This design comes from an exercise in tuning for small area, a short achievable clock period and few clock cycles per item on the open sky130 flow, not from production work.
No activity file was given, so power comes from the tool's default toggle rates.

==> pepper <==
// conv_acc
module conv_acc
(
    input  logic        clk,
    input  logic        arst_n,
    input  logic        wb_cyc,
    input  logic        wb_stb,
    input  logic        wb_we,
    input  logic [1:0]  wb_adr,
    input  logic [31:0] wb_dat_i,
    output logic        wb_ack,
    output logic [31:0] wb_dat_o
);
    localparam int DEPTH = conv_pkg::RES_DEPTH - 1;
    logic               req;
    logic               wr_operand;
    logic               rd_result;
    logic               wr_clear;
    logic               accept;
    logic               pop;
    logic               full;
    conv_pkg::operand_t op;
    logic [15:0]        cs_a;
    logic [15:0]        cs_b;
    logic               stage_v;
    logic [15:0]        st_a;
    logic [15:0]        st_b;
    logic [15:0]        mac;
    logic               head_v;
    logic [15:0]        head;
    logic [15:0]        mem [DEPTH];
    logic [4:0]         nrsel;
    logic [4:0]         rsel;
    logic               more;
    logic               shift;
    logic               take;
    logic               head_en;
    logic [15:0]        head_d;
    logic               overflow;
    logic               underflow;
    logic               busy;
    logic [3:0]         status;
    assign req        = wb_cyc && wb_stb;
    assign wb_ack     = req;
    assign wr_operand = req &&  wb_we && !wb_adr[1] && !wb_adr[0];
    assign rd_result  = req && !wb_we && !wb_adr[1] &&  wb_adr[0];
    assign wr_clear   = req &&  wb_we &&  wb_adr[1] &&  wb_adr[0];
    assign rsel   = ~nrsel;
    assign more   = !rsel[4];
    assign full   = head_v && ((rsel == 5'd14) || (stage_v && (rsel == 5'd13)));
    assign accept = wr_operand && !full;
    assign pop    = rd_result && head_v;
    assign shift   = stage_v && head_v && (more || !pop);
    assign take    = pop && more;
    assign head_en = take || (stage_v && (!head_v || pop));
  ...
==> module conv_rd_bit, before the edit <==
module conv_rd_bit #(
    parameter bit HAS_ST = 1'b0
)
(
    input  logic [1:0] adr,
    input  logic       head_v,
    input  logic       res,
    input  logic       st,
    output logic       dat
);
    if (HAS_ST) begin : g_st
        assign dat = (adr[0] && !adr[1] && head_v && res) || (adr[1] && !adr[0] && st);
    end else begin : g_res
        assign dat = adr[0] && !adr[1] && head_v && res;
    end
endmodule
==> module conv_acc, before the edit <==
module conv_acc
(
    input  logic        clk,
    input  logic        arst_n,
    input  logic        wb_cyc,
    input  logic        wb_stb,
    input  logic        wb_we,
    input  logic [1:0]  wb_adr,
    input  logic [31:0] wb_dat_i,
    output logic        wb_ack,
    output logic [31:0] wb_dat_o
);
    localparam int DEPTH = conv_pkg::RES_DEPTH - 1;
    logic               req;
    logic               wr_operand;
    logic               rd_result;
    logic               wr_clear;
    logic               accept;
    logic               pop;
    logic               full;
    conv_pkg::operand_t op;
    logic [15:0]        cs_a;
    logic [15:0]        cs_b;
    logic               stage_v;
    logic [15:0]        st_a;
    logic [15:0]        st_b;
    logic [15:0]        mac;
    logic               head_v;
    logic [15:0]        head;
    logic [15:0]        mem [DEPTH];
    logic [4:0]         nrsel;
    logic [4:0]         rsel;
    logic               more;
    logic               shift;
    logic               take;
    logic               head_en;
    logic [15:0]        head_d;
    logic               overflow;
    logic               underflow;
    logic               busy;
    logic [3:0]         status;
    assign req        = wb_cyc && wb_stb;
    assign wb_ack     = req;
    assign wr_operand = req &&  wb_we && !wb_adr[1] && !wb_adr[0];
    assign rd_result  = req && !wb_we && !wb_adr[1] &&  wb_adr[0];
    assign wr_clear   = req &&  wb_we &&  wb_adr[1] &&  wb_adr[0];
    assign rsel   = ~nrsel;
    assign more   = !rsel[4];
    assign full   = head_v && ((rsel == 5'd14) || (stage_v && (rsel == 5'd13)));
    assign accept = wr_operand && !full;
    assign pop    = rd_result && head_v;
    assign shift   = stage_v && head_v && (more || !pop);
    assign take    = pop && more;
    assign head_en = take || (stage_v && (!head_v || pop));
    assign head_d  = take ? mem[rsel[3:0]] : mac;
    always_ff @(posedge clk or negedge arst_n) begin
        if (!arst_n) begin
            stage_v   <= 1'b0;
            head_v    <= 1'b0;
            nrsel     <= '0;
            overflow  <= 1'b0;
            underflow <= 1'b0;
        end else begin
            stage_v <= accept;
            if (pop && !more && !stage_v) begin
                head_v <= 1'b0;
            end else if (stage_v) begin
                head_v <= 1'b1;
            end
            case ({shift, take})
                2'b10:   nrsel <= nrsel - 1'b1;
                2'b01:   nrsel <= nrsel + 1'b1;
                default: nrsel <= nrsel;
            endcase
            if (wr_clear) begin
                overflow  <= 1'b0;
                underflow <= 1'b0;
            end else begin
                if (wr_operand && full)   overflow  <= 1'b1;
                if (rd_result && !head_v) underflow <= 1'b1;
            end
        end
    end
    assign op = conv_pkg::operand_t'(wb_dat_i);
    conv_mac_cs u_mac (
        .f     (op.fltr),
        .x     (op.ifmap),
        .psum  (op.psum),
        .row_a (cs_a),
        .row_b (cs_b)
    );
    always_ff @(posedge clk) begin
        st_a <= cs_a;
        st_b <= cs_b;
    end
    assign mac = st_a + st_b;
    always_ff @(posedge clk) begin
        if (head_en) begin
            head <= head_d;
        end
    end
    always_ff @(posedge clk) begin
        if (shift) begin
            mem[0] <= mac;
            for (int i = 1; i < DEPTH; i++) begin
                mem[i] <= mem[i-1];
            end
        end
    end
    assign busy   = head_v || stage_v;
    assign status = {busy, !busy, underflow, overflow};
    for (genvar b = 0; b < 16; b++) begin : g_rd
        conv_rd_bit #(.HAS_ST(b < 4)) u_rd (
            .adr    (wb_adr),
            .head_v (head_v),
            .res    (head[b]),
            .st     ((b < 4) ? status[b % 4] : 1'b0),
            .dat    (wb_dat_o[b])
        );
    end
    assign wb_dat_o[31:16] = '0;
endmodule
make LEC_CHECK=0 ABC_CLOCK_PERIOD_IN_PS=300 CAP_MARGIN=20 CORE_MARGIN=2 CORE_UTILIZATION=60 CTS_BUF_LIST=sky130_fd_sc_hd__clkbuf_8 CTS_CLUSTER_SIZE=30 SETUP_SLACK_MARGIN=3.8 SLEW_MARGIN=20 TNS_END_PERCENT=100 finish   # period 7.0 ns
run.sh (not shown) runs the stock make flow with config.mk's settings and CLKGATE_MAP_FILE= SYNTH_SCRIPT=/design/flow/synth_recipe.tcl, a recipe that flattens the netlist after the stock synthesis.
==> maple (differences from pepper) <==
ABC_CLOCK_PERIOD_IN_PS = default   (was 300)
SYNTH_HIERARCHICAL = 1   (was default)
==> lagoon (differences from pepper) <==
--- a/flow/design.v
+++ b/flow/design.v
@@ -266,20 +266,4 @@
     assign row_b = {s79, s77, s75, s73, s71, s69, s67, s65, s63, s61, s59, s57, s55, s53, s51, psum[0]};
 endmodule
-module conv_rd_bit #(
-    parameter bit HAS_ST = 1'b0
-)
-(
-    input  logic [1:0] adr,
-    input  logic       head_v,
-    input  logic       res,
-    input  logic       st,
-    output logic       dat
-);
-    if (HAS_ST) begin : g_st
-        assign dat = (adr[0] && !adr[1] && head_v && res) || (adr[1] && !adr[0] && st);
-    end else begin : g_res
-        assign dat = adr[0] && !adr[1] && head_v && res;
-    end
-endmodule
 module conv_acc
 (
@@ -312,5 +296,4 @@
     logic [15:0]        head;
     logic [15:0]        mem [DEPTH];
-    logic [4:0]         nrsel;
     logic [4:0]         rsel;
     logic               more;
@@ -325,8 +308,7 @@
     assign req        = wb_cyc && wb_stb;
     assign wb_ack     = req;
-    assign wr_operand = req &&  wb_we && !wb_adr[1] && !wb_adr[0];
-    assign rd_result  = req && !wb_we && !wb_adr[1] &&  wb_adr[0];
-    assign wr_clear   = req &&  wb_we &&  wb_adr[1] &&  wb_adr[0];
-    assign rsel   = ~nrsel;
+    assign wr_operand = req &&  wb_we && (wb_adr == conv_pkg::ADR_OPERAND);
+    assign rd_result  = req && !wb_we && (wb_adr == conv_pkg::ADR_RESULT);
+    assign wr_clear   = req &&  wb_we && (wb_adr == conv_pkg::ADR_CLEAR);
     assign more   = !rsel[4];
     assign full   = head_v && ((rsel == 5'd14) || (stage_v && (rsel == 5'd13)));
@@ -341,5 +323,5 @@
             stage_v   <= 1'b0;
             head_v    <= 1'b0;
-            nrsel     <= '0;
+            rsel      <= '1;
             overflow  <= 1'b0;
             underflow <= 1'b0;
@@ -352,7 +334,7 @@
             end
             case ({shift, take})
-                2'b10:   nrsel <= nrsel - 1'b1;
-                2'b01:   nrsel <= nrsel + 1'b1;
-                default: nrsel <= nrsel;
+                2'b10:   rsel <= rsel + 1'b1;
+                2'b01:   rsel <= rsel - 1'b1;
+                default: rsel <= rsel;
             endcase
             if (wr_clear) begin
@@ -393,13 +375,11 @@
     assign busy   = head_v || stage_v;
     assign status = {busy, !busy, underflow, overflow};
-    for (genvar b = 0; b < 16; b++) begin : g_rd
-        conv_rd_bit #(.HAS_ST(b < 4)) u_rd (
-            .adr    (wb_adr),
-            .head_v (head_v),
-            .res    (head[b]),
-            .st     ((b < 4) ? status[b % 4] : 1'b0),
-            .dat    (wb_dat_o[b])
-        );
+    always_comb begin
+        wb_dat_o = '0;
+        case (wb_adr)
+            conv_pkg::ADR_RESULT: wb_dat_o[15:0] = head_v ? head : 16'd0;
+            conv_pkg::ADR_STATUS: wb_dat_o[3:0]  = status;
+            default:              wb_dat_o       = '0;
+        endcase
     end
-    assign wb_dat_o[31:16] = '0;
 endmodule
ABC_CLOCK_PERIOD_IN_PS = default   (was 300)
CTS_BUF_LIST = default   (was sky130_fd_sc_hd__clkbuf_8)
CTS_CLUSTER_SIZE = default   (was 30)
SETUP_SLACK_MARGIN = 2.0   (was 3.8)
==> raven (differences from pepper) <==
ABC_CLOCK_PERIOD_IN_PS = default   (was 300)
CTS_BUF_LIST = sky130_fd_sc_hd__clkbuf_16   (was sky130_fd_sc_hd__clkbuf_8)
CTS_CLUSTER_DIAMETER = 120   (was default)
SYNTH_HIERARCHICAL = 1   (was default)
==> qor summary <==
quantity	lagoon	pepper	maple	raven
Outcome	no timing/DRC/antenna violations	no timing/DRC/antenna violations	no timing/DRC/antenna violations	no timing/DRC/antenna violations
Clock network contribution to total cell area	0.0625	0.0528	0.0564	0.0229
Avg Vias per Cell	6.15	6.21	6.16	6.34
Net Sw Power	1.70 mW	1.90 mW	2.01 mW	1.87 mW
Seq area share	0.542	0.517	0.522	0.536
Total CTS buffers	30	47	48	13
Buffer and inverter count on the worst path	2	4	3	3
Xor and xnor area share after synthesis	0.0206	0.0178	0.0202	0.0202
Combinational Power	1.59 mW	1.96 mW	2.07 mW	2.10 mW
Worst slew slack as a fraction of its limit	0.251	0.257	0.284	0.272
Wirelength per Cell	20.9 um	22.0 um	22.1 um	22.9 um
Portion of total power attributed to sequential cells	0.414	0.394	0.384	0.424
Total of clock buffers placed in the layout	36	54	53	13
Post-route core utilization	0.694	0.706	0.701	0.682
Startpoint of the lowest-slack register-to-register path	head_v$_DFFE_PN0P_	nrsel[0]$_DFFE_PN0P_	nrsel[1]$_DFFE_PN0P_	nrsel[1]$_DFFE_PN0P_
Fillers	1621	1682	1676	1707
Vias after detailed routing	9101	9641	9307	9182
No run of this note included a check of the RTL's function; only the layout flow was run.

-- re-timing with driven ports --
How much do the figures lean on ideal ports? The routed layouts below were timed once more, with nothing changed but the port constraints. Step 1, drivers: a clkbuf_16 drives clk and a buf_2 each remaining input, both assumed. Step 2 times the ports against the registers' clock, not the clock port: input delays grow and output delays shrink by t, the midpoint of the rising clock arrivals with the driver on. Slacks: no drivers / after step 1 / after step 2; pairs: no drivers / after step 1.
run | t (ns) | setup WS [ns] | hold WS [ns] | latest minus earliest clock arrival (ns) | worst slew at a driven data input, ns
pepper | 0.612 | 3.415 / 3.338 / 3.021 | 0.440 / 0.440 / 0.440 | 0.055 / 0.054 | 0.07
maple | 0.597 | 3.480 / 3.415 / 2.943 | 0.433 / 0.433 / 0.433 | 0.020 / 0.019 | 0.10
lagoon | 0.595 | 2.240 / 2.210 / 1.871 | 0.431 / 0.431 / 0.431 | 0.027 / 0.027 | 0.04
raven | 0.544 | 3.459 / 3.365 / 2.917 | 0.453 / 0.453 / 0.453 | 0.025 / 0.025 | 0.16
After both steps setup and hold are still met in every run listed. The setup slack of raven, which loses most, moves by -0.094 ns with the drivers and by -0.542 ns with both steps.
